From an optimization exercise on the open Yosys and OpenROAD flow, aimed at a short achievable clock period and few clock cycles; shortcuts taken in it are not production practice. In this exercise RTL edits were held to simulation tests only and were not proved equivalent to the original. Power figures rest on the tool's default switching activity, not on a simulated workload.

==> inputs of indigo <==
// lc4_pipeline
module lc4_pipeline (
   input  wire                 gwe,
   input  wire                 i_arst_n,
   output lc4_pkg::word_t      o_imem_addr,
   input  wire lc4_pkg::word_t i_imem_data,
   output lc4_pkg::word_t      o_dmem_addr,
   output logic                o_dmem_we,
   output lc4_pkg::word_t      o_dmem_wdata,
   input  wire lc4_pkg::word_t i_dmem_rdata,
   output lc4_pkg::stall_e     o_wb_stall,
   output lc4_pkg::word_t      o_wb_pc,
   output lc4_pkg::word_t      o_wb_insn,
   output logic                o_wb_rf_we,
   output lc4_pkg::rsel_t      o_wb_rf_wsel,
   output lc4_pkg::word_t      o_wb_rf_wdata,
   output logic                o_wb_nzp_we,
   output lc4_pkg::nzp_t       o_wb_nzp
);
   localparam int NS = 4;   
   function automatic logic [2:0] nzp_of(input logic [15:0] v);
      nzp_of = {v[15], v == 16'd0, !v[15] && (v != 16'd0)};
   endfunction
   function automatic logic [7:0] onehot(input logic [2:0] r);
      onehot = 8'd1 << r;
   endfunction
   logic [15:0] pc, pc_o, pc_p1;   
   localparam logic [15:0] K_PC = 16'h8200;
   localparam logic [15:0] K_P1 = 16'h8200 + 16'd1;
   logic [15:0] pc_x, pc_p1x, pc_p1ax;
   logic        r_boot;   
   logic [15:0] pc_p1a;   
   logic        r_bub;   
   assign pc    = pc_x ^ K_PC;
   assign pc_p1 = pc_p1x ^ K_P1;
   assign pc_p1a = pc_p1ax ^ K_P1;
  ...
Settings: LEC_CHECK=0, CAP_MARGIN=20, CORE_MARGIN=2, CORE_UTILIZATION=40, SETUP_SLACK_MARGIN=3.0, SLEW_MARGIN=20, SYNTH_HIERARCHICAL=1, SYNTH_MINIMUM_KEEP_SIZE=0; clock period 5.0 ns.
run.sh (not shown) runs the stock make flow with config.mk's settings and CLKGATE_MAP_FILE= SYNTH_SCRIPT=/design/flow/synth_recipe.tcl, a recipe that flattens the netlist after the stock synthesis.
==> fjord: changes against indigo <==
--- a/flow/design.v
+++ b/flow/design.v
@@ -205,24 +205,22 @@
          lc4_c_xnor2 us (.a(x[i]), .b(cn[i]), .y(s[i]));
       end
    endgenerate
    lc4_c_inv uci (.a(ci), .y(cin_n));
    lc4_ks_carry_n uc (.gn({gn[14:0], cin_n}), .tn({tn[14:0], 1'b1}), .cn(cn));
 endmodule
 module lc4_pcmux_bit (
    input  wire s9, t9, s11, t11,
-   input  wire sa, a, sb, b, sc, c, sd, d,
+   input  wire rest_n,   
    output wire y
 );
-   wire tn, abn, cdn;
-   lc4_c_aoi22 ut (.a1(s9), .a2(t9), .b1(s11), .b2(t11), .y(tn));
-   lc4_c_aoi22 ua (.a1(sa), .a2(a), .b1(sb), .b2(b), .y(abn));
-   lc4_c_aoi22 uc (.a1(sc), .a2(c), .b1(sd), .b2(d), .y(cdn));
-   lc4_c_nand3 un (.a(tn), .b(abn), .c(cdn), .y(y));
+   wire tn;
+   lc4_c_aoi22 ua (.a1(s9), .a2(t9), .b1(s11), .b2(t11), .y(tn));
+   lc4_c_nand2 un (.a(tn), .b(rest_n), .y(y));
 endmodule
 module lc4_alu_bit (
    input  wire m,            
    input  wire mb,           
    input  wire ld,           
    input  wire a_reg,        
    input  wire b_reg,        
    input  wire sub,          
@@ -312,39 +310,32 @@
    lc4_ks_carry_n uc (.gn({gn[14:0], sub_n}), .tn({tn[14:0], 1'b1}), .cn(cn));
 endmodule
 module lc4_fsel (
    input  wire brv,           
    input  wire m_setcc,       
    input  wire n, z,          
    input  wire mn, mz, mp,    
    input  wire misw,          
-   input  wire dbr,           
-   input  wire dmn, dmz, dmp, dmisw,   
    input  wire stall,
    input  wire boot,
    input  wire [15:0] fi,     
    output wire mis,
-   output wire dmis,
-   output wire s_alt, s_dalt, s_hold, s_t9, s_t11, s_seq
+   output wire s_alt, s_hold, s_t9, s_t11, s_seq
 );
-   wire mis_m, dmis_m, f_pred, f_j, go;
+   wire mis_m, f_pred, f_j;
    lc4_fpred up (.i(fi), .y(f_pred));
    assign f_j    = fi[15];
    assign mis_m  = n ? mn : (z ? mz : mp);
    assign mis    = brv && (m_setcc ? mis_m : misw);
-   assign dmis_m = n ? dmn : (z ? dmz : dmp);
-   assign dmis   = dbr && (m_setcc ? dmis_m : dmisw);
-   assign go     = !mis && !dmis && !stall && boot;
    assign s_alt  = mis;
-   assign s_dalt = !mis && dmis;
-   assign s_hold = !mis && !dmis && (stall || !boot);
-   assign s_t9   = go && f_pred && !f_j;
-   assign s_t11  = go && f_pred && f_j;
-   assign s_seq  = go && !f_pred;
+   assign s_hold = !mis && (stall || !boot);
+   assign s_t9   = !mis && !stall && boot && f_pred && !f_j;
+   assign s_t11  = !mis && !stall && boot && f_pred && f_j;
+   assign s_seq  = !mis && !stall && boot && !f_pred;
 endmodule
 module lc4_fpred (
    input  wire [15:0] i,
    output wire        y
 );
    wire c, brc;
    assign c   = !i[13] && !i[12];
    assign brc = (i[8] && (i[11] || i[10] || i[9])) || (i[11] && i[10] && i[9]);
@@ -384,17 +375,17 @@
    logic        r_boot;   
    logic [15:0] pc_p1a;   
    logic        r_bub;   
    assign pc    = pc_x ^ K_PC;
    assign pc_p1 = pc_p1x ^ K_P1;
    assign pc_p1a = pc_p1ax ^ K_P1;
    assign o_wb_stall = r_bub ? lc4_pkg::STALL_FLUSH : lc4_pkg::STALL_NONE;
    logic        d_valid, stall_q;
-   logic [15:0] d_pc, d_pcp1, d_pcp2, d_insn, d_imm_b, d_bt, d_btp1;
+   logic [15:0] d_pc, d_pcp1, d_pcp2, d_insn, d_imm_b;
    logic [7:0]  d_rs1h, d_rt1h, d_rd1h;
    logic        d_we, d_use_rs, d_use_rt, d_ldr, d_str, d_br, d_pred, d_sub;
    logic        d_op_add, d_op_addxor, d_op_and, d_op_or, d_op_xor;
    logic        x_valid;
    logic [15:0] x_pc, x_insn, x_a, x_b, x_sd, x_alt, x_altp1;
    logic [NS-1:0] x_sa_m, x_sa_l, x_sa_r, x_sb_m, x_sb_l, x_sb_r, x_subc;
    logic        x_bps;
    logic        x_we, x_ld, x_st, x_brv, x_pred;
@@ -447,21 +438,19 @@
    assign f_off9  = {{7{fi[8]}}, fi[8:0]};
    assign f_off11 = {{5{fi[10]}}, fi[10:0]};
    lc4_add16 u_t9   (.a(pc_p1a), .b(f_off9),  .ci(1'b0), .s(f_tgt9));
    lc4_add16 u_t11  (.a(pc_p1a), .b(f_off11), .ci(1'b0), .s(f_tgt11));
    lc4_add16 u_t9p  (.a(pc_p1), .b(f_off9),  .ci(1'b1), .s(f_tgt9p1));
    lc4_add16 u_t11p (.a(pc_p1), .b(f_off11), .ci(1'b1), .s(f_tgt11p1));
    lc4_inc16 u_inc  (.a(pc_p1), .s(pc_p2));
    logic stall;
-   logic [15:0] d_alt, d_altp1;
-   logic        d_mis, dbr, d_misw;
-   logic        d_valid_nxt, d_br_nxt;
-   assign d_alt   = d_pred ? d_pcp1 : d_bt;
-   assign d_altp1 = d_pred ? d_pcp2 : d_btp1;
+   logic [15:0] d_bt, d_btp1;
+   lc4_add16 u_bt   (.a(d_pcp1), .b({{7{d_insn[8]}}, d_insn[8:0]}), .ci(1'b0), .s(d_bt));
+   lc4_add16 u_btp  (.a(d_pcp1), .b({{7{d_insn[8]}}, d_insn[8:0]}), .ci(1'b1), .s(d_btp1));
    assign stall = stall_q && d_valid;
    logic        mh_s, mh_t, mh_d, wh_s, wh_t, wh_d;
    logic        a_ld, a_m, a_w, a_rf, b_ld, b_m, b_w, b_rf, b_im, s_ld, s_m, s_w, s_rf;
    logic [15:0] rf_s, rf_t, rf_d;
    logic [15:0] a_nxt, b_nxt, sd_nxt;
    always_comb begin
       rf_s = '0;
       rf_t = '0;
@@ -537,67 +526,59 @@
       .i_sb_m(sb_m16), .i_sb_l(sb_l16), .i_sb_r(sb_r16), .i_subv(sub16),
       .i_sub(x_sub), .i_op_add(x_op_add), .i_op_addxor(x_op_addxor), .i_op_xor(x_op_xor),
       .i_op_and(x_op_and), .i_op_or(x_op_or), .i_s_nxt(d_sub),
       .o_res(x_res), .o_resb(x_resb), .o_zero(x_zero)
    );
    assign m_nzp_f = {m_res[15], m_z, !m_res[15] && !m_z};
    logic [2:0] ccw_nxt;
    assign ccw_nxt = !(m_valid && m_we) ? ccw : (m_ld ? nzp_of(i_dmem_rdata) : m_nzp_f);
-   logic [7:0]  s_alt, s_dalt, s_hold, s_t9, s_t11, s_seq, mis_c, dmis_c;
+   logic [7:0]  s_alt, s_hold, s_t9, s_t11, s_seq, mis_c;
    logic [15:0] pc_nxt, pc_nxt_o, pcp1_nxt, pcp1_nxt_a, x_res_o;
-   logic        s_alt_c, s_dalt_c, s_hold_c, s_t9_c, s_t11_c, s_seq_c;
-   logic        dmn, dmz, dmp;
-   assign dmn = d_insn[11] != d_pred;
-   assign dmz = d_insn[10] != d_pred;
-   assign dmp = d_insn[9] != d_pred;
+   logic [15:0] pc_rest_n, pcp1_rest_n;
+   logic        s_alt_c, s_hold_c, s_t9_c, s_t11_c, s_seq_c;
    lc4_fsel u_fsel_c (
       .brv(x_brv), .m_setcc(m_setcc), .n(m_res[15]), .z(m_z), .mn(x_mn), .mz(x_mz),
-      .mp(x_mp), .misw(x_misw), .dbr(dbr), .dmn(dmn), .dmz(dmz), .dmp(dmp), .dmisw(d_misw),
-      .stall(stall), .boot(r_boot), .fi(fi),
-      .mis(x_mis), .dmis(d_mis), .s_alt(s_alt_c), .s_dalt(s_dalt_c), .s_hold(s_hold_c),
-      .s_t9(s_t9_c), .s_t11(s_t11_c), .s_seq(s_seq_c)
+      .mp(x_mp), .misw(x_misw), .stall(stall), .boot(r_boot), .fi(fi),
+      .mis(x_mis), .s_alt(s_alt_c), .s_hold(s_hold_c), .s_t9(s_t9_c), .s_t11(s_t11_c),
+      .s_seq(s_seq_c)
    );
    generate
       for (gi = 0; gi < 8; gi++) begin : fs
          lc4_fsel u_fsel (
             .brv(x_brv), .m_setcc(m_setcc), .n(m_res[15]), .z(m_z), .mn(x_mn), .mz(x_mz),
-            .mp(x_mp), .misw(x_misw), .dbr(dbr), .dmn(dmn), .dmz(dmz), .dmp(dmp),
-            .dmisw(d_misw), .stall(stall), .boot(r_boot), .fi(fi),
-            .mis(mis_c[gi]), .dmis(dmis_c[gi]), .s_alt(s_alt[gi]), .s_dalt(s_dalt[gi]),
-            .s_hold(s_hold[gi]),
+            .mp(x_mp), .misw(x_misw), .stall(stall), .boot(r_boot), .fi(fi),
+            .mis(mis_c[gi]), .s_alt(s_alt[gi]), .s_hold(s_hold[gi]),
             .s_t9(s_t9[gi]), .s_t11(s_t11[gi]), .s_seq(s_seq[gi])
          );
       end
    endgenerate
    generate
       for (gi = 0; gi < 16; gi++) begin : pcm
+         assign pc_rest_n[gi]   = ~((s_alt[gi/2] & x_alt[gi]) | (s_hold[gi/2] & pc[gi]) |
+                                    (s_seq[gi/2] & pc_p1[gi]));
+         assign pcp1_rest_n[gi] = ~((s_alt[gi/2] & x_altp1[gi]) | (s_hold[gi/2] & pc_p1[gi]) |
+                                    (s_seq[gi/2] & pc_p2[gi]));
          lc4_pcmux_bit u_pc (.s9(s_t9[gi/2]), .t9(f_tgt9[gi]), .s11(s_t11[gi/2]),
-                             .t11(f_tgt11[gi]), .sa(s_alt[gi/2]), .a(x_alt[gi]),
-                             .sb(s_dalt[gi/2]), .b(d_alt[gi]), .sc(s_hold[gi/2]), .c(pc[gi]),
-                             .sd(s_seq[gi/2]), .d(pc_p1[gi]), .y(pc_nxt[gi]));
+                             .t11(f_tgt11[gi]), .rest_n(pc_rest_n[gi]), .y(pc_nxt[gi]));
          lc4_pcmux_bit u_p1 (.s9(s_t9[gi/2]), .t9(f_tgt9p1[gi]), .s11(s_t11[gi/2]),
-                             .t11(f_tgt11p1[gi]), .sa(s_alt[gi/2]), .a(x_altp1[gi]),
-                             .sb(s_dalt[gi/2]), .b(d_altp1[gi]), .sc(s_hold[gi/2]),
-                             .c(pc_p1[gi]), .sd(s_seq[gi/2]), .d(pc_p2[gi]), .y(pcp1_nxt[gi]));
+                             .t11(f_tgt11p1[gi]), .rest_n(pcp1_rest_n[gi]), .y(pcp1_nxt[gi]));
       end
    endgenerate
    lc4_bufv #(16) u_pco (.a(pc_nxt), .y(pc_nxt_o));
    lc4_bufv #(16) u_p1a (.a(pcp1_nxt), .y(pcp1_nxt_a));
    lc4_bufv #(16) u_mad (.a(x_res), .y(x_res_o));
    logic [15:0] m_val_o;
    lc4_bufv #(16) u_mvo (.a(m_ld ? i_dmem_rdata : m_res), .y(m_val_o));
-   assign d_valid_nxt = (x_mis || d_mis) ? 1'b0 : (stall ? d_valid : r_boot);
-   assign d_br_nxt    = stall ? d_br : (f_br && !f_triv);
-   localparam int DW = 7 * 16 + 3 * 8 + 13;
+   localparam int DW = 5 * 16 + 3 * 8 + 13;
    logic [DW-1:0] d_cur, d_new, d_nxt;
-   assign d_cur = {d_insn, d_pc, d_pcp1, d_pcp2, d_bt, d_btp1, d_imm_b, d_rs1h, d_rt1h,
+   assign d_cur = {d_insn, d_pc, d_pcp1, d_pcp2, d_imm_b, d_rs1h, d_rt1h,
                    d_rd1h, d_we, d_use_rs, d_use_rt, d_ldr, d_str, d_br, d_pred, d_sub,
                    d_op_add, d_op_addxor, d_op_and, d_op_or, d_op_xor};
-   assign d_new = {fi, pc, pc_p1, pc_p2, f_tgt9, f_tgt9p1, f_imm_b, onehot(fi[8:6]),
+   assign d_new = {fi, pc, pc_p1, pc_p2, f_imm_b, onehot(fi[8:6]),
                    onehot(fi[2:0]), onehot(fi[11:9]), f_we, f_use_rs, f_use_rt, f_ldr,
                    f_str, f_br && !f_triv, f_pred, f_sub, !f_logic && !f_const,
                    (!f_logic && !f_const) || (f_logic && !fi[5] && fi[3]),
                    f_logic && (fi[5] || fi[4:3] == 2'b00),
                    f_const || (f_logic && !fi[5] && fi[4:3] == 2'b10),
                    f_logic && !fi[5] && fi[3]};
    lc4_hold #(DW) u_dhold (.en(!stall), .q(d_cur), .d(d_new), .y(d_nxt));
    logic [15:0] rf_nxt [8];
@@ -612,68 +593,65 @@
          pc_x    <= '0;
          r_boot  <= 1'b0;
          pc_p1x  <= '0;
          pc_p1ax <= '0;
          d_valid <= 1'b0;
          stall_q <= 1'b0;
          x_valid <= 1'b0;
          x_brv   <= 1'b0;
-         dbr     <= 1'b0;
-         d_misw  <= 1'b0;
          m_valid <= 1'b0;
          w_valid <= 1'b0;
          ccw     <= 3'b000;
          for (int k = 0; k < 8; k++) rf[k] <= '0;
       end else begin
          pc_x   <= pc_nxt ^ K_PC;
          r_boot <= 1'b1;
          pc_p1x  <= pcp1_nxt ^ K_P1;
          pc_p1ax <= pcp1_nxt_a ^ K_P1;
-         d_valid <= d_valid_nxt;
-         dbr     <= d_valid_nxt && d_br_nxt &&
-                    !(d_valid && !stall && !x_mis && d_we) &&   
-                    !(x_valid && x_we && x_ld);                 
+         if (x_mis) begin
+            d_valid <= 1'b0;
+         end else if (!stall) begin
+            d_valid <= r_boot;
+         end
          stall_q <= !stall && d_valid && d_ldr && f_hazard;
          x_valid <= d_valid && !stall && !x_mis;
-         x_brv   <= d_valid && !stall && !x_mis && !d_mis && d_br;
-         d_misw  <= stall ? (|(d_insn[11:9] & ccw_nxt) != d_pred) :
-                            (|(fi[11:9] & ccw_nxt) != f_pred);
+         x_brv   <= d_valid && !stall && !x_mis && d_br;
          m_valid <= x_valid;
          w_valid <= m_valid;
          for (int k = 0; k < 8; k++) rf[k] <= rf_nxt[k];
          if (m_valid && m_we) ccw <= m_ld ? nzp_of(i_dmem_rdata) : m_nzp_f;
       end
    end
    always_ff @(posedge gwe) begin
       pc_o        <= pc_nxt_o;
       m_st_v      <= x_valid && x_st;
       r_bub       <= !m_valid;
       o_wb_rf_we  <= m_valid && m_we;
       o_wb_nzp_we <= m_valid && m_we;
    end
    always_ff @(posedge gwe) begin
-      {d_insn, d_pc, d_pcp1, d_pcp2, d_bt, d_btp1, d_imm_b, d_rs1h, d_rt1h, d_rd1h, d_we,
+      {d_insn, d_pc, d_pcp1, d_pcp2, d_imm_b, d_rs1h, d_rt1h, d_rd1h, d_we,
        d_use_rs, d_use_rt, d_ldr, d_str, d_br, d_pred, d_sub, d_op_add, d_op_addxor,
        d_op_and, d_op_or, d_op_xor} <= d_nxt;
       x_pc     <= d_pc;
       x_insn   <= d_insn;
       x_a      <= a_nxt;
       x_b      <= b_nxt;
       x_sd     <= sd_nxt;
       x_sa_m   <= sa_m_nxt;
       x_sa_l   <= sa_l_nxt;
       x_sa_r   <= sa_r_nxt;
       x_sb_m   <= sb_m_nxt;
       x_sb_l   <= sb_l_nxt;
       x_sb_r   <= sb_r_nxt;
       x_subc   <= sub_nxt;
       x_bps    <= d_str && x_valid && x_we && |(d_rd1h & x_rd1h);
-      x_alt    <= d_alt;
-      x_altp1  <= d_altp1;
+      x_alt    <= d_pred ? d_pcp1 : d_bt;
+      x_altp1  <= d_pred ? d_pcp2 : d_btp1;
       x_we     <= d_we;
       x_ld     <= d_ldr;
       x_st     <= d_str;
       x_mn     <= d_insn[11] != d_pred;
       x_mz     <= d_insn[10] != d_pred;
       x_mp     <= d_insn[9] != d_pred;
       x_misw   <= |(d_insn[11:9] & ccw_nxt) != d_pred;
       x_pred   <= d_pred;
==> qor summary <==
Status: fjord timing/DRC/antenna clean; indigo timing/DRC/antenna clean
Flop2flop setup slack: fjord 2.95 ns; indigo 2.89 ns
Setup crit end: fjord o_wb_rf_we; indigo o_wb_nzp[1]
PnR worst setup slack: fjord 2.88 ns; indigo 2.84 ns
Final wirelength: fjord 122 mm; indigo 120 mm
Vias after detailed routing: fjord 28800; indigo 28500
Post-CTS sizing: fjord 901; indigo 1014
Layout clock buffer count: fjord 106; indigo 105
Tap cell instance count: fjord 1144; indigo 1155
Switching share of power: fjord 36.4%; indigo 35.4%
Relative area change from synthesis to final layout: fjord 26.6%; indigo 30.4%
Endpoint of the worst register-to-register path: fjord pc_p1ax[15]; indigo pc_p1x[5]
Nets@finish: fjord 3815; indigo 3742
Post-synthesis instance area: fjord 34600 um^2; indigo 35000 um^2
Sequential logic power: fjord 8.01 mW; indigo 8.35 mW
Fraction of power consumed by combinational cells: fjord 33.6%; indigo 33.3%
Hold WS: fjord 0.321 ns; indigo 0.320 ns
Fraction of area in clock buffers and inverters: fjord 5.93%; indigo 5.85%
Testbench counts of indigo, summed over its fixed seeds: cycles 9,580.
Testbench counts of fjord, summed over its fixed seeds: cycles 9,657.

static timing again, ports no longer ideal:
In the flow no input, the clock included, has a driving cell. The finished layouts below were timed again as built, in two steps. Step 1: set_driving_cell puts a clkbuf_16 on gwe and a buf_2 on each other input, an assumption about the parent block. Step 2 times the ports against the registers' clock, not the clock port: input delays grow and output delays shrink by t, the midpoint of the rising clock arrivals with the driver on. Three values: ideal, step 1, step 2; two values: the first two.
| run | t, ns | setup WS [ns] | worst setup path at the end |
|---|---|---|---|
| indigo | 0.702 | 2.842 / 2.689 / 1.987 | input to register |
| fjord | 0.699 | 2.883 / 2.763 / 2.065 | input to register |
After both steps every run listed still meets setup and hold. The setup slack of indigo, which loses most, moves by -0.153 ns with the drivers and by -0.855 ns with both steps.
